From an optimization exercise on the open Yosys and OpenROAD flow, aimed at small area, a short achievable clock period and few clock cycles; shortcuts taken in it are not production practice. Function was checked by simulation only, so behaviour that the tests miss may differ from the original.

## userchoice_dual_scramble_hash_core
module userchoice_dual_scramble_hash_core (
  input  wire                              clk_i,
  input  wire                              rst_ni,
  input  wire                              in_valid_i,
  output logic                             in_stall_o,
  input  wire  [ucdsh_pkg::WordW-1:0]      in_data_i,
  input  wire                              in_last_i,
  output logic                             out_valid_o,
  input  wire                              out_stall_i,
  output logic [ucdsh_pkg::WordW-1:0]      out_hash_first_o,
  output logic [ucdsh_pkg::WordW-1:0]      out_hash_second_o,
  output logic                             out_hash_valid_o,
  input  wire                              cfg_we_i,
  input  wire  [ucdsh_pkg::CfgIdxW-1:0]    cfg_idx_i,
  input  wire  [ucdsh_pkg::WordW-1:0]      cfg_wdata_i
);
  localparam int unsigned W = ucdsh_pkg::WordW;
  function automatic logic [W-1:0] swap(logic [W-1:0] v);
    swap = {v[15:0], v[31:16]};
  endfunction
  function automatic logic [47:0] booth(logic [W-1:0] b);
    logic [32:0] bx;
    bx = {b, 1'b0};
    for (int i = 0; i < 16; i++) begin
  ...
For scale: ~5500 cells after synthesis, roughly 280 flip-flops.
Settings: LEC_CHECK=0, ABC_AREA=1, CAP_MARGIN=20, CORE_MARGIN=2, CORE_UTILIZATION=40, SETUP_SLACK_MARGIN=5, SLEW_MARGIN=20; clock period 14.0 ns.
standard.sh (not shown) runs the stock make flow with config.mk's settings and CLKGATE_MAP_FILE= SYNTH_SCRIPT=/design/flow/synth_recipe.tcl, a recipe that flattens the netlist after the stock synthesis.
==> flow/flow/run.sh <==
#!/bin/bash
set -euo pipefail
bash standard.sh SETUP_SLACK_MARGIN=9 finish > flow.log 2>&1
Testbench counts at the start, summed over its fixed seeds: cycles 14,117.
Rerun with:
==> flow/flow/run.sh (replaced) <==
#!/bin/bash
set -euo pipefail
bash standard.sh SETUP_SLACK_MARGIN=8 finish > flow.log 2>&1
Outcome: Via count came out lower by 3.0%; core utilization goes down by 5.4 points; wire length went down by 4.7%; hold slack is worse by 0.0045 ns.
Rerun with:
==> flow/flow/run.sh (replaced) <==
#!/bin/bash
set -euo pipefail
bash standard.sh SYNTH_ARGS=-noabc SETUP_SLACK_MARGIN=8 finish > flow.log 2>&1
The new run passed the timing, design-rule and antenna checks.
Non-clock buffer count came out higher by 252.
Clock-buffer cell count shrinks by 1.
Core utilization rises by 6.4 points.
Via count came out higher by about 3%.
Synthesized area shrinks by 3.1%.

Another version of the RTL of userchoice_dual_scramble_hash_core (not shown whole).
Size in the first run: roughly 5600 cells after synthesis, ~140 I/O pins.
==> flow/config.mk <==
export PLATFORM = sky130hd
export DESIGN_NAME = userchoice_dual_scramble_hash_core
export DESIGN_NICKNAME = userchoice_dual_scramble_hash_core
export VERILOG_FILES = /design/flow/design.v
export SDC_FILE = /design/flow/constraint.sdc
export NUM_CORES = 4
export LEC_CHECK = 0
export ABC_AREA = 1
export CAP_MARGIN = 20
export CORE_MARGIN = 2
export CORE_UTILIZATION = 50
export SETUP_SLACK_MARGIN = 5
export SLEW_MARGIN = 20
==> flow/constraint.sdc <==
create_clock -name core_clock -period 14.0 [get_ports {clk_i}]
set_input_delay 2.8000 -clock core_clock [delete_from_list [all_inputs] [get_ports {clk_i}]]
set_output_delay 2.8000 -clock core_clock [all_outputs]
set_load 0.01 [all_outputs]
==> flow/flow/run.sh <==
#!/bin/bash
set -euo pipefail
bash standard.sh SETUP_SLACK_MARGIN=7 finish > flow.log 2>&1
The baseline finished with timing, DRC and antenna clean.
Testbench counts at the start, summed over its fixed seeds: cycles 14,117.
Then changed:
--- a/flow/config.mk
+++ b/flow/config.mk
@@ -9,5 +9,6 @@
 export CAP_MARGIN = 20
 export CORE_MARGIN = 2
-export CORE_UTILIZATION = 50
+export CORE_UTILIZATION = 40
+export GPL_ROUTABILITY_DRIVEN = 0
 export SETUP_SLACK_MARGIN = 5
 export SLEW_MARGIN = 20
Hold slack is better by 0.0058 ns.
First-iteration DRC count rose by about a fifth.
Die area grows by a quarter to a third.
Global-route usage drops by 9.3 points.
Maximum frequency hardly moves.
Final area rises slightly.
Then changed:
==> flow/flow/run.sh (replaced) <==
#!/bin/bash
set -euo pipefail
bash standard.sh SETUP_SLACK_MARGIN=7.5 finish > flow.log 2>&1
--- a/flow/config.mk
+++ b/flow/config.mk
@@ -10,5 +10,4 @@
 export CORE_MARGIN = 2
 export CORE_UTILIZATION = 40
-export GPL_ROUTABILITY_DRIVEN = 0
 export SETUP_SLACK_MARGIN = 5
 export SLEW_MARGIN = 20
What happened: Routed wire length came out higher by 12%. Count of clock-buffer cells in the layout rose by 8. Worst hold slack is about the same. Final area is higher by 13%. Maximum frequency grows by 7.1%. Worst setup slack gets better by 0.47 ns. Cell count grows by 5.3%. Critical path depth goes up by 6. Utilization rose by 6.2 points. Register-to-register slack improved by 0.33 ns.
Then changed:
==> flow/flow/run.sh (replaced) <==
#!/bin/bash
set -euo pipefail
bash standard.sh SETUP_SLACK_MARGIN=7 finish > flow.log 2>&1
--- a/flow/config.mk
+++ b/flow/config.mk
@@ -9,5 +9,6 @@
 export CAP_MARGIN = 20
 export CORE_MARGIN = 2
-export CORE_UTILIZATION = 40
+export CORE_UTILIZATION = 50
 export SETUP_SLACK_MARGIN = 5
 export SLEW_MARGIN = 20
+export TNS_END_PERCENT = 5
What happened: Clock skew came out higher by 0.024 ns; final area is lower by about a fifth; worst setup slack gets worse by 0.60 ns; first-iteration DRC count came out lower by about a fifth; utilization is higher by 3.4 points; hold slack got worse by 0.0043 ns; routed wire length is lower by roughly a tenth.
Then changed:
--- a/flow/config.mk
+++ b/flow/config.mk
@@ -12,3 +12,3 @@
 export SETUP_SLACK_MARGIN = 5
 export SLEW_MARGIN = 20
-export TNS_END_PERCENT = 5
+export TNS_END_PERCENT = 30
Effect:
- fmax barely changes
- worst setup slack improves by 0.015 ns
- wire length is higher slightly
- sequential cell count does not change
Then changed:
--- a/flow/config.mk
+++ b/flow/config.mk
@@ -12,3 +12,3 @@
 export SETUP_SLACK_MARGIN = 5
 export SLEW_MARGIN = 20
-export TNS_END_PERCENT = 30
+export TNS_END_PERCENT = 0
=> The changed run produced a clean layout. Die area stays the same. Global-route usage drops by 0.31 points. Cell area shrinks by 1.6%. Synthesized cell count is unchanged. Clock-buffer cell count stays the same. Synthesized area does not change.

## 02-02
Starting RTL as in the previous note.
clock: 14.0 ns
lec_check: 0
abc_area: 1
cap_margin: 20
core_margin: 2
core_utilization: 50
setup_slack_margin: 5
slew_margin: 20
tns_end_percent: 5
==> flow/flow/run.sh <==
#!/bin/bash
set -euo pipefail
bash standard.sh SETUP_SLACK_MARGIN=8 finish > flow.log 2>&1
Testbench counts of 02-02, summed over its fixed seeds: cycles 14,117.
Setup changes, 02-02 to 11-20
# 02-02
export LEC_CHECK = 0
export ABC_AREA = 1
export CAP_MARGIN = 20
export CORE_MARGIN = 2
export CORE_UTILIZATION = 50
export SETUP_SLACK_MARGIN = 5
export SLEW_MARGIN = 20
export TNS_END_PERCENT = 5
create_clock -name core_clock -period 14.0 [get_ports {clk_i}]
# 11-20
export LEC_CHECK = 0
export ABC_AREA = 1
export CAP_MARGIN = 20
export CORE_MARGIN = 2
export CORE_UTILIZATION = 40
export SETUP_SLACK_MARGIN = 5
export SLEW_MARGIN = 20
create_clock -name core_clock -period 14.0 [get_ports {clk_i}]
==> flow/flow/run.sh <==
#!/bin/bash
set -euo pipefail
bash standard.sh SETUP_SLACK_MARGIN=7 finish > flow.log 2>&1
==> comparison <==
Setup WNS 02-02 -> 11-20: worse
Re adder and majority gate portion of the synthesized area: no difference whatsoever between 02-02 and 11-20.
In 11-20 the number of clock-tree buffers in the layout turned out 3 higher than in 02-02.

[re-timing with driven ports]
In the flow no input, the clock included, has a driving cell. The finished layouts below were timed again as built, in two steps.
Step 1 sets driving cells, clkbuf_16 on the clock port and buf_2 on the other inputs (assumed; they add their load-dependent delay and slew).
Step 2, shift: input delay + t, output delay - t, t = (earliest + latest rising clock arrival at the registers) / 2. This alone moves slack from input paths to output paths.
Slacks: ideal ports / drivers / drivers and shift; pairs: ideal ports / drivers.
run | shift t [ns] | setup WS [ns] | worst setup path after step 2 | latest minus earliest clock arrival (ns) | worst data-port slew with drivers (ns)
the first run of note 1 | 0.686 | 7.075 / 7.075 / 7.075 | register to register | 0.029 / 0.030 | 0.05
the second run of note 1 | 0.679 | 6.921 / 6.921 / 6.921 | register to register | 0.063 / 0.064 | 0.04
the third run of note 1 | 0.670 | 6.856 / 6.856 / 6.856 | register to register | 0.052 / 0.052 | 0.06
the first run of note 2 | 0.647 | 6.939 / 6.939 / 6.939 | register to register | 0.062 / 0.062 | 0.08
the second run of note 2 | 0.657 | 6.935 / 6.863 / 7.102 | register to register | 0.033 / 0.033 | 0.06
the third run of note 2 | 0.667 | 7.403 / 7.333 / 7.427 | register to register | 0.036 / 0.037 | 0.05
the fourth run of note 2 | 0.645 | 6.801 / 6.732 / 6.896 | register to register | 0.061 / 0.061 | 0.08
the fifth run of note 2 | 0.645 | 6.816 / 6.747 / 6.941 | register to register | 0.062 / 0.061 | 0.09
the sixth run of note 2 | 0.643 | 6.811 / 6.743 / 6.827 | register to register | 0.061 / 0.061 | 0.08
02-02 | 0.655 | 7.447 / 7.377 / 7.520 | register to register | 0.033 / 0.033 | 0.10
11-20 | 0.665 | 7.033 / 7.022 / 7.033 | register to register | 0.042 / 0.041 | 0.05
After both steps every run listed still meets setup and hold.
